Context: an optimization exercise on an open-source flow, tuned for small area, a short achievable clock period and few clock cycles. The choices shown serve that exercise and are no tape-out recipe. Only simulation tests tie the RTL to the original design; equivalence was not proved.

`flow/run.sh`:
```
#!/bin/bash
# synth_recipe.tcl (not shown) runs the flow's synth.tcl, then flattens the netlist and writes it again
# the make line also repeats each setting of config.mk as NAME=value (left out here)
make -C /OpenROAD-flow-scripts/flow DESIGN_CONFIG=/design/flow/config.mk WORK_HOME=/design/flow/orfs CLKGATE_MAP_FILE= SYNTH_SCRIPT=/design/flow/synth_recipe.tcl finish
```
`flow/config.mk`:
```
export PLATFORM = sky130hd
export DESIGN_NAME = table_linear_interpolator_core
export DESIGN_NICKNAME = table_linear_interpolator_core
export VERILOG_FILES = /design/flow/design.v
export SDC_FILE = /design/flow/constraint.sdc
export NUM_CORES = 4
export LEC_CHECK = 0
export CAP_MARGIN = 20
export CORE_MARGIN = 2
export CORE_UTILIZATION = 40
export SLEW_MARGIN = 20
```
`flow/constraint.sdc`:
```
create_clock -name core_clock -period 10.0 [get_ports {clk_i}]
set_input_delay 2.0000 -clock core_clock [delete_from_list [all_inputs] [get_ports {clk_i}]]
set_output_delay 2.0000 -clock core_clock [all_outputs]
set_load 0.01 [all_outputs]
```
`flow/design.v`:
```
package tbli_pkg;
  localparam int unsigned POINTS    = 12;
  localparam int unsigned CNT_W     = (POINTS > 1) ? $clog2(POINTS) : 1;
  localparam int unsigned DATA_W    = 16;
  localparam int unsigned IDX_W     = 4;
  localparam int unsigned DIFF_W    = DATA_W + 1;
  localparam int unsigned PROD_W    = 2 * DIFF_W;
  localparam int unsigned MAG_W     = 2 * DATA_W;
  localparam int unsigned SUM_W     = MAG_W + 2;
  localparam int unsigned DIV_CNT_W = $clog2(MAG_W);
  typedef enum logic {
    FUNC_WRITE = 1'b0,
    FUNC_QUERY = 1'b1
  } func_e;
  typedef enum logic [1:0] {
    ST_EXACT  = 2'd0,
    ST_INTERP = 2'd1,
    ST_RANGE  = 2'd2,
    ST_BADSEG = 2'd3
  } status_e;
  typedef struct packed {
    logic signed [DATA_W-1:0] x;
    logic signed [DATA_W-1:0] y;
  } point_t;
endpackage
module tbli_cell (
  input  logic             clk_i,
  input  logic             ld_i,
  input  tbli_pkg::point_t ld_pt_i,
  output tbli_pkg::point_t pt_o
);
  typedef tbli_pkg::point_t point_t;
  point_t pt_q;
  always_ff @(posedge clk_i) begin
    if (ld_i) begin
      pt_q <= ld_pt_i;
    end
  end
  assign pt_o = pt_q;
endmodule
module tbli_div (
  input  logic [tbli_pkg::DATA_W-1:0] rem_i,    
  input  logic [tbli_pkg::DATA_W-1:0] sh_i,     
  input  logic [tbli_pkg::DATA_W-1:0] dvs_i,
  output logic [tbli_pkg::DATA_W-1:0] rem_o,
  output logic [tbli_pkg::DATA_W-1:0] sh_o
);
  localparam int unsigned DATA_W = tbli_pkg::DATA_W;
  logic [DATA_W:0] t;
  logic [DATA_W:0] d;
  logic            ge;
  assign t     = {rem_i, sh_i[DATA_W-1]};
  assign d     = t - {1'b0, dvs_i};
  assign ge    = !d[DATA_W];
  assign rem_o = ge ? d[DATA_W-1:0] : t[DATA_W-1:0];
  assign sh_o  = {sh_i[DATA_W-2:0], ge};
endmodule
module table_linear_interpolator_core (
  input  logic                                clk_i,
  input  logic                                rst_ni,
  input  logic                                start,
  output logic                                busy,
  input  logic                                func_i,
  input  logic [tbli_pkg::IDX_W-1:0]          point_index_i,
  input  logic signed [tbli_pkg::DATA_W-1:0]  point_x_i,
  input  logic signed [tbli_pkg::DATA_W-1:0]  point_y_i,
  input  logic signed [tbli_pkg::DATA_W-1:0]  query_x_i,
  output logic                                done_o,
  output logic signed [tbli_pkg::DATA_W-1:0]  result_y_o,
  output logic [1:0]                          status_o
);
  localparam int unsigned POINTS = tbli_pkg::POINTS;
  localparam int unsigned DATA_W = tbli_pkg::DATA_W;
  localparam int unsigned DIFF_W = tbli_pkg::DIFF_W;
  localparam int unsigned MAG_W  = tbli_pkg::MAG_W;
  typedef tbli_pkg::point_t point_t;
  localparam bit WR_REG   = 1'b1;   
  localparam bit CUT_CMP  = 1'b1;   
  localparam bit CUT_SEL  = 1'b1;   
  localparam bit CUT_DIFF = 1'b1;   
  localparam bit CUT_ABS  = 1'b1;   
  localparam bit MUL_SPLIT = 1'b1;  
  localparam logic [DATA_W-1:0] CUT_ROW = 16'b1111_1111_1111_1111;
  localparam logic [1:0] ST_EXACT  = 2'd0;
  localparam logic [1:0] ST_INTERP = 2'd1;
  localparam logic [1:0] ST_RANGE  = 2'd2;
  localparam logic [1:0] ST_BADSEG = 2'd3;
  assign busy = 1'b0;
  point_t wr_pt;
  point_t cell_pt [POINTS];
  logic signed [DATA_W-1:0] tx [POINTS];
  logic signed [DATA_W-1:0] ty [POINTS];
  logic                   wr_v;
  logic [tbli_pkg::IDX_W-1:0] wr_idx;
  if (WR_REG) begin : g_wr_reg
    logic                       v_q;
    logic [tbli_pkg::IDX_W-1:0] idx_q;
    point_t                     pt_q;
    always_ff @(posedge clk_i or negedge rst_ni) begin
      if (!rst_ni) v_q <= 1'b0;
      else         v_q <= start && (func_i == tbli_pkg::FUNC_WRITE);
    end
    always_ff @(posedge clk_i) begin
      idx_q   <= point_index_i;
      pt_q.x  <= point_x_i;
      pt_q.y  <= point_y_i;
    end
    assign wr_v = v_q; assign wr_idx = idx_q; assign wr_pt = pt_q;
  end else begin : g_wr_direct
    assign wr_v    = start && (func_i == tbli_pkg::FUNC_WRITE);
    assign wr_idx  = point_index_i;
    assign wr_pt.x = point_x_i;
    assign wr_pt.y = point_y_i;
  end
  for (genvar k = 0; k < POINTS; k++) begin : g_cell
    logic ld;
    point_t pt;
    assign ld = wr_v && (int'(wr_idx) == k);
    tbli_cell u_cell (
      .clk_i   (clk_i),
      .ld_i    (ld),
      .ld_pt_i (wr_pt),
      .pt_o    (pt)
    );
    assign tx[k] = pt.x;
    assign ty[k] = pt.y;
  end
  logic                     v1_q;
  logic signed [DATA_W-1:0] q1_q;
  always_ff @(posedge clk_i or negedge rst_ni) begin
    if (!rst_ni) v1_q <= 1'b0;
    else         v1_q <= start && (func_i == tbli_pkg::FUNC_QUERY);
  end
  always_ff @(posedge clk_i) q1_q <= query_x_i;
  logic [POINTS-1:0] c_eq, c_hit;
  always_comb begin
    for (int i = 0; i < POINTS; i++) begin
      c_eq[i]  = (tx[i] == q1_q);
      c_hit[i] = c_eq[i];
      if (i < POINTS - 1) c_hit[i] = c_hit[i] || (tx[i+1] > q1_q);
    end
  end
  logic                     k_v;
  logic signed [DATA_W-1:0] k_q;
  logic [POINTS-1:0]        eq, hit;
  if (CUT_CMP) begin : g_cut_cmp
    logic                     v_q;
    logic signed [DATA_W-1:0] q_q;
    logic [POINTS-1:0]        eq_q, hit_q;
    always_ff @(posedge clk_i or negedge rst_ni) begin
      if (!rst_ni) v_q <= 1'b0;
      else         v_q <= v1_q;
    end
    always_ff @(posedge clk_i) begin
      q_q   <= q1_q;
      eq_q  <= c_eq;
      hit_q <= c_hit;
    end
    assign k_v = v_q; assign k_q = q_q; assign eq = eq_q; assign hit = hit_q;
  end else begin : g_nocut_cmp
    assign k_v = v1_q; assign k_q = q1_q; assign eq = c_eq; assign hit = c_hit;
  end
  logic [POINTS-1:0] first;
  logic signed [DATA_W-1:0] s_x0, s_y0, s_x1, s_y1;
  logic              s_exact, s_any, seen;
  logic [1:0]        s_st;
  always_comb begin
    seen = 1'b0;
    for (int i = 0; i < POINTS; i++) begin
      first[i] = hit[i] && !seen;
      seen     = seen || hit[i];
    end
    s_x0 = '0; s_y0 = '0; s_x1 = '0; s_y1 = '0;
    for (int i = 0; i < POINTS; i++) begin
      s_x0 |= {DATA_W{first[i]}} & tx[i];
      s_y0 |= {DATA_W{first[i]}} & ty[i];
      if (i < POINTS - 1) begin
        s_x1 |= {DATA_W{first[i]}} & tx[i+1];
        s_y1 |= {DATA_W{first[i]}} & ty[i+1];
      end
    end
    s_exact = |(first & eq);
    s_any   = |hit;
    s_st    = !s_any ? ST_RANGE : s_exact ? ST_EXACT : ST_INTERP;
  end
  logic                     v2_q;
  logic [1:0]               st2_q;
  logic signed [DATA_W-1:0] q2_q, x0_2_q, y0_2_q, x1_2_q, y1_2_q;
  if (CUT_SEL) begin : g_cut_sel
    logic                     v_q;
    logic [1:0]               st_q;
    logic signed [DATA_W-1:0] q_q, x0_q, y0_q, x1_q, y1_q;
    always_ff @(posedge clk_i or negedge rst_ni) begin
      if (!rst_ni) v_q <= 1'b0;
      else         v_q <= k_v;
    end
    always_ff @(posedge clk_i) begin
      st_q <= s_st;
      q_q  <= k_q;
      x0_q <= s_x0;
      y0_q <= s_y0;
      x1_q <= s_x1;
      y1_q <= s_y1;
    end
    assign v2_q = v_q; assign st2_q = st_q; assign q2_q = q_q;
    assign x0_2_q = x0_q; assign y0_2_q = y0_q; assign x1_2_q = x1_q; assign y1_2_q = y1_q;
  end else begin : g_nocut_sel
    assign v2_q = k_v; assign st2_q = s_st; assign q2_q = k_q;
    assign x0_2_q = s_x0; assign y0_2_q = s_y0; assign x1_2_q = s_x1; assign y1_2_q = s_y1;
  end
  logic                     d_v;
  logic [1:0]               d_st;
  logic signed [DATA_W-1:0] d_y0;
  logic signed [DIFF_W-1:0] d_dx, d_dy, d_dqx;
  logic signed [DIFF_W-1:0] c_dx, c_dy, c_dqx;
  assign c_dx  = DIFF_W'(x1_2_q) - DIFF_W'(x0_2_q);
  assign c_dy  = DIFF_W'(y1_2_q) - DIFF_W'(y0_2_q);
  assign c_dqx = DIFF_W'(q2_q)   - DIFF_W'(x0_2_q);
  if (CUT_DIFF) begin : g_cut_diff
    logic                     v_q;
    logic [1:0]               st_q;
    logic signed [DATA_W-1:0] y0_q;
    logic signed [DIFF_W-1:0] dx_q, dy_q, dqx_q;
    always_ff @(posedge clk_i or negedge rst_ni) begin
      if (!rst_ni) v_q <= 1'b0;
      else         v_q <= v2_q;
    end
    always_ff @(posedge clk_i) begin
      st_q  <= st2_q;
      y0_q  <= y0_2_q;
      dx_q  <= c_dx;
      dy_q  <= c_dy;
      dqx_q <= c_dqx;
    end
    assign d_v = v_q; assign d_st = st_q; assign d_y0 = y0_q;
    assign d_dx = dx_q; assign d_dy = dy_q; assign d_dqx = dqx_q;
  end else begin : g_nocut_diff
    assign d_v = v2_q; assign d_st = st2_q; assign d_y0 = y0_2_q;
    assign d_dx = c_dx; assign d_dy = c_dy; assign d_dqx = c_dqx;
  end
  logic                     a_v;
  logic [1:0]               a_st;
  logic signed [DATA_W-1:0] a_y0;
  logic                     a_neg;
  logic [DATA_W-1:0]        a_dx, a_dy, a_dqx;
  logic [DATA_W-1:0] c_adx, c_ady, c_adqx;
  logic              c_neg;
  logic [1:0]        c_st;
  assign c_adx  = d_dx[DIFF_W-1]  ? DATA_W'(-d_dx)  : d_dx[DATA_W-1:0];
  assign c_ady  = d_dy[DIFF_W-1]  ? DATA_W'(-d_dy)  : d_dy[DATA_W-1:0];
  assign c_adqx = d_dqx[DIFF_W-1] ? DATA_W'(-d_dqx) : d_dqx[DATA_W-1:0];
  assign c_neg  = d_dx[DIFF_W-1] ^ d_dy[DIFF_W-1] ^ d_dqx[DIFF_W-1];
  assign c_st   = (d_st == ST_INTERP && d_dx == '0) ? ST_BADSEG : d_st;
  if (CUT_ABS) begin : g_cut_abs
    logic                     v_q;
    logic [1:0]               st_q;
    logic signed [DATA_W-1:0] y0_q;
    logic                     neg_q;
    logic [DATA_W-1:0]        dx_q, dy_q, dqx_q;
    always_ff @(posedge clk_i or negedge rst_ni) begin
      if (!rst_ni) v_q <= 1'b0;
      else         v_q <= d_v;
    end
    always_ff @(posedge clk_i) begin
      st_q  <= c_st;
      y0_q  <= d_y0;
      neg_q <= c_neg;
      dx_q  <= c_adx;
      dy_q  <= c_ady;
      dqx_q <= c_adqx;
    end
    assign a_v = v_q; assign a_st = st_q; assign a_y0 = y0_q; assign a_neg = neg_q;
    assign a_dx = dx_q; assign a_dy = dy_q; assign a_dqx = dqx_q;
  end else begin : g_nocut_abs
    assign a_v = d_v; assign a_st = c_st; assign a_y0 = d_y0; assign a_neg = c_neg;
    assign a_dx = c_adx; assign a_dy = c_ady; assign a_dqx = c_adqx;
  end
  logic                     m_v;
  logic [1:0]               m_st;
  logic signed [DATA_W-1:0] m_y0;
  logic                     m_neg;
  logic [DATA_W-1:0]        m_dvs;
  logic [MAG_W-1:0]         m_n;
  if (MUL_SPLIT) begin : g_mul2
    logic                     v_q;
    logic [1:0]               st_q;
    logic signed [DATA_W-1:0] y0_q;
    logic                     neg_q;
    logic [DATA_W-1:0]        dvs_q;
    logic [DATA_W+3:0]        pp_q [4];
    always_ff @(posedge clk_i or negedge rst_ni) begin
      if (!rst_ni) begin
        v_q <= 1'b0;
        m_v <= 1'b0;
      end else begin
        v_q <= a_v;
        m_v <= v_q;
      end
    end
    always_ff @(posedge clk_i) begin
      st_q  <= a_st;
      y0_q  <= a_y0;
      neg_q <= a_neg;
      dvs_q <= a_dx;
      for (int j = 0; j < 4; j++) pp_q[j] <= a_dy * a_dqx[4*j +: 4];
      m_st  <= st_q;
      m_y0  <= y0_q;
      m_neg <= neg_q;
      m_dvs <= dvs_q;
      m_n   <= MAG_W'(pp_q[0]) + {MAG_W'(pp_q[1]), 4'd0} + {MAG_W'(pp_q[2]), 8'd0}
             + {MAG_W'(pp_q[3]), 12'd0};
    end
  end else begin : g_mul1
    always_ff @(posedge clk_i or negedge rst_ni) begin
      if (!rst_ni) m_v <= 1'b0;
      else         m_v <= a_v;
    end
    always_ff @(posedge clk_i) begin
      m_st  <= a_st;
      m_y0  <= a_y0;
      m_neg <= a_neg;
      m_dvs <= a_dx;
      m_n   <= a_dy * a_dqx;
    end
  end
  localparam int unsigned PW = 2 + 1 + 1 + 3 * DATA_W + DATA_W;   
  logic          r_v  [DATA_W+1];
  logic [PW-1:0] r_pl [DATA_W+1];
  assign r_v[0]  = m_v;
  assign r_pl[0] = {m_st, m_neg, 1'b0, m_y0, m_dvs, m_n[MAG_W-1:DATA_W], m_n[DATA_W-1:0]};
  for (genvar r = 0; r < DATA_W; r++) begin : g_row
    logic [DATA_W-1:0] rem_n, sh_n;
    logic [PW-1:0]     pl_n;
    tbli_div u_row (
      .rem_i (r_pl[r][2*DATA_W-1:DATA_W]),
      .sh_i  (r_pl[r][DATA_W-1:0]),
      .dvs_i (r_pl[r][3*DATA_W-1:2*DATA_W]),
      .rem_o (rem_n),
      .sh_o  (sh_n)
    );
    if (r == 0) begin : g_ovf
      assign pl_n = {r_pl[r][PW-1:PW-3],
                     r_pl[r][2*DATA_W-1:DATA_W] >= r_pl[r][3*DATA_W-1:2*DATA_W],
                     r_pl[r][PW-5:2*DATA_W], rem_n, sh_n};
    end else begin : g_pass
      assign pl_n = {r_pl[r][PW-1:2*DATA_W], rem_n, sh_n};
    end
    if (CUT_ROW[r]) begin : g_cut
      logic          v_q;
      logic [PW-1:0] pl_q;
      always_ff @(posedge clk_i or negedge rst_ni) begin
        if (!rst_ni) v_q <= 1'b0;
        else         v_q <= r_v[r];
      end
      always_ff @(posedge clk_i) pl_q <= pl_n;
      assign r_v[r+1] = v_q; assign r_pl[r+1] = pl_q;
    end else begin : g_nocut
      assign r_v[r+1] = r_v[r]; assign r_pl[r+1] = pl_n;
    end
  end
  logic [1:0]               f_st;
  logic                     f_neg, f_ovf;
  logic signed [DATA_W-1:0] f_y0;
  logic [DATA_W-1:0]        f_quot;
  logic signed [DATA_W+1:0] f_sum;
  logic signed [DATA_W-1:0] f_sat, f_res;
  assign {f_st, f_neg, f_ovf, f_y0} = r_pl[DATA_W][PW-1:3*DATA_W];
  assign f_quot = r_pl[DATA_W][DATA_W-1:0];
  assign f_sum  = f_neg ? ((DATA_W+2)'(f_y0) - (DATA_W+2)'(f_quot))
                        : ((DATA_W+2)'(f_y0) + (DATA_W+2)'(f_quot));
  always_comb begin
    if (f_ovf)                                    f_sat = f_neg ? 16'sh8000 : 16'sh7FFF;
    else if (f_sum[DATA_W+1:DATA_W-1] == 3'b000 ||
             f_sum[DATA_W+1:DATA_W-1] == 3'b111) f_sat = f_sum[DATA_W-1:0];
    else                                          f_sat = f_sum[DATA_W+1] ? 16'sh8000 : 16'sh7FFF;
    unique case (f_st)
      ST_EXACT:  f_res = f_y0;
      ST_INTERP: f_res = f_sat;
      default:   f_res = '0;
    endcase
  end
  logic                     done_q;
  logic signed [DATA_W-1:0] res_q;
  logic [1:0]               stat_q;
  always_ff @(posedge clk_i or negedge rst_ni) begin
    if (!rst_ni) done_q <= 1'b0;
    else         done_q <= r_v[DATA_W];
  end
  always_ff @(posedge clk_i) begin
    res_q  <= f_res;
    stat_q <= f_st;
  end
  assign done_o     = done_q;
  assign result_y_o = res_q;
  assign status_o   = stat_q;
endmodule
```
==> results.yml <==
setup_path:
  required_ps: 10700
  crit_start: "g_cut_abs.dy_q[2]"
  arrival_ps: 5460
  critPathMaxStageDelay_ps: 780
  cp-end-kind: "flip-flop"
  crit_chain: "nand2_1 > fa_1 > fa_1 > inv_1 > ha_1 > a21o_1 > a21oi_1 > o21ai_0 > o41ai_1 > o21ai_0 > o211a_1 > o21a_1 > o21a_1 > o311ai_0"
  cpMaxStageDelayCell: "dfxtp_1"
  r2r-start: "g_cut_abs.dy_q[2]"
  critPathBufInv: 1
  crit_fanout: 16
  worst_setup_path_start_kind: "flip-flop"
  critical_path_class: "flip-flop to flip-flop"
  critPathTopFamily: "compound AO/OA/AOI/OAI gates"
cts:
  clkTransAtPathRegs_ps: 60
  cts_max_path_buffers: 3
  clockRootBuffer: "clkbuf_16"
  numClockSinks: 1974
  tritoncts: "built"
  cts_resized: 0
  postCtsHoldBufs: 0
  cts_made_buffers: 202
  htree_levels: 4
  clock_latency_ps: 860
  postCtsSetupRepairBufs: 0
timing:
  rsz0062_at_grt: "false"
  tightest_slew_ps: 1010
  slew_violations: 0
  tns_ps: 0
  period_share_pct: 47.7
  hold_viol_final: 0
  timing.fmax_mhz: 210
  setup_viol: 0
  relSlewSlack_pct: 32.8
  min_period_ps: 4770
  fin_skew_ps: 58.3
global_route:
  grt_overflow: 0
  grt_max_degree: 86
  grt_pass1_wl_mm: 268
  use_met3_pct: 2.82
  grt_usage_pct: 16.3
  busiest_layer: "met2"
  grt_pass1_vias: 50259
  gr-usage-met1_pct: 20.3
  met2_usage_pct: 27.9
  antenna_found_initial: 12
layout:
  nNetsFinal: 7851
  fin_area_sq_mm: 0.0908
  area_growth_pct: 13.5
  drive_gt1_share_pct: 8.79
  fin_util_pct: 45.6
floorplanning:
  fp-row-count: 164
  die_y_um: 451
  coreArea_sq_mm: 0.199
  die_area_sq_mm: 0.203
  die_w_um: 451
  initial_utilization_pct: 40.1
  io_pins: 76
detailed_routing:
  dr.pass1.iters: 9
  vias_per_cell: 5.04
  route.detailed.drc: 0
  drt-total-wl_mm: 167
  detail_route.iter0.violations: 3202
  antenna_left: 0
  vias: 49505
  avgRoutedWirePerCell_um: 17.1
synthesis:
  synth_cell_types: 82
  synth_most_common_cell: "dfxtp_1"
  synth_seq_cells: 1974
  synth.net_count: 7689
  synthCells: 6817
  synth_edf_count: 384
  yosys_warnings: 12
  netlist_top_cells_area: "dfxtp_1 (39%), edfxtp_1 (14%), ha_1 (10%)"
  synth_commonest_cells: "dfxtp_1 (1,565), ha_1 (660), inv_1 (563), nand2_1 (408), edfxtp_1 (384)"
  synth_area_sq_mm: 0.0799
  yosysSeqAreaShare_pct: 54.4
  synthFlopType: "dfxtp_1"
  synth_top_area_share_pct: 39.2
  yosys.area.top_type: "dfxtp_1"
  syn_area_per_cell_sq_um: 11.7
  async_flop_share_pct: 1.27
placed_design:
  numPortBuffers: 74
  gp_congestion: 0.852
  dpl_cell_area_sq_mm: 0.0837
  hpwlAfterDp_mm: 122
run_status:
  status: "finished clean"
min_path:
  hold_class: "flip-flop to flip-flop"
  min_from: "g_row[0].g_cut.pl_q[11]"
job:
  maxCapViolations: 0
-- worst register-to-register path: stages, from the launching register on --
cell	delay (ps)
dfxtp_1	780
nand2_1	190
fa_1	520
fa_1	490
inv_1	60
ha_1	260
a21o_1	180
a21oi_1	210
o21ai_0	150
o41ai_1	560
o21ai_0	280
o211a_1	270
o21a_1	180
o21a_1	200
o311ai_0	310
-- area by class of cell --
type                       instances  area [sq um]
fill                           18046        108000
timing repair buffer             107           991
sequential                      1974         43500
multi-input combinational       4131         33800
clock buffer                     291          5870
tap                             2656          3320
inverter                         563          2110
clock inverter                    89          1140
antenna                            2          5.00
-- layout by cell type, fill, tap and decap left out, drive strengths merged, types with 23 or more instances in the layout --
cell type,instances
nand2b,61
a221oi,71
clkinv,53
and3,44
mux2,208
a22oi,64
nor3,86
fa,156
a221o,137
edfxtp,384
a21oi,277
o21bai,48
nor2b,97
clkdlybuf4s50,73
o21a,106
xnor2,280
ha,660
a222oi,65
dfxtp,1565
nand4,64
nand3,108
buf,34
o21ai,177
xor2,105
inv,573
dfrtp,25
nor2,362
mux2i,36
o31ai,23
a21o,99
clkbuf,291
and2,108
nand2,408
-- layer usage --
| layer | part of all wire [%] | vias up |
|---|---|---|
| li1 | - | 24494 |
| met1 | 44 | 23537 |
| met2 | 48 | 1140 |
| met3 | 4.8 | 326 |
| met4 | 3.7 | 8 |
| met5 | 0.034 | - |
-- final timing paths --
| path | to | slack (ps) | cells past startpoint |
|---|---|---|---|
| hold reg to reg | g_row[1].g_cut.pl_q[12] | 290 | 0 |
| setup reg to reg | g_mul2.pp_q[1][19] | 5230 | 14 |
| max in group asynchronous | done_q | 8520 | 1 |
| hold / removal | g_row[1].g_cut.pl_q[12] | 290 | 0 |
| setup / recovery | g_mul2.pp_q[1][19] | 5230 | 14 |
| min in group asynchronous | g_cut_sel.v_q | 1130 | 1 |
-- metrics by stage --
step	hold WS, ps	setup slack (ps)	cells
after global placement	310	5300	9429
after detailed placement	312	5210	9429
after global routing	290	4800	9812
after floorplan	310	5840	6817
after CTS	275	5180	9809
final	292	5230	9813
-- flip-flops by register name (all words and copies together), names as in the netlist, 17 cells and up --
signal,flops
g_wr_reg.pt_q,32
g_cut_diff.dx_q,17
m_n,32
g_mul2.pp_q,80
g_row.g_cut.pl_q,1056
g_cut_diff.dqx_q,17
g_cut_diff.dy_q,17
g_cell.u_cell.pt_q,384
-- cells by family after synthesis --
kind of cell / synth area share (%)
other: 0.00469
adder cells (fa/ha/maj): 14.2
flip-flops: 54.4
AND/OR/NAND/NOR: 8.50
XOR/XNOR: 4.27
buffers and inverters: 3.44
multiplexers: 3.51
AO/OA/AOI/OAI: 11.6
Testbench counts, summed over its fixed seeds: cycles 1,911.

[what the ideal ports hide]
In the flow no input, the clock included, has a driving cell. The finished layout below was timed again as built, in two steps. Step 1 (the two cells are an assumption about what drives the block):
set clk [get_ports {clk_i}]
set_driving_cell -lib_cell sky130_fd_sc_hd__clkbuf_16 $clk
set_driving_cell -lib_cell sky130_fd_sc_hd__buf_2 [delete_from_list [all_inputs] $clk]
Step 2 times the ports against the registers' clock, not the clock port: input delays grow and output delays shrink by t, the midpoint of the rising clock arrivals with the driver on. Three values: ideal ports, drivers, drivers and shift; two values: the first two.
t (ns): 0.916
setup WS [ns]: 5.234 / 5.234 / 5.234
hold slack, ns: 0.292 / 0.292 / 0.292
After both steps setup and hold are still met in this run. For this run, drivers alone change the setup slack by 0.000 ns; drivers and shift together by 0.000 ns.
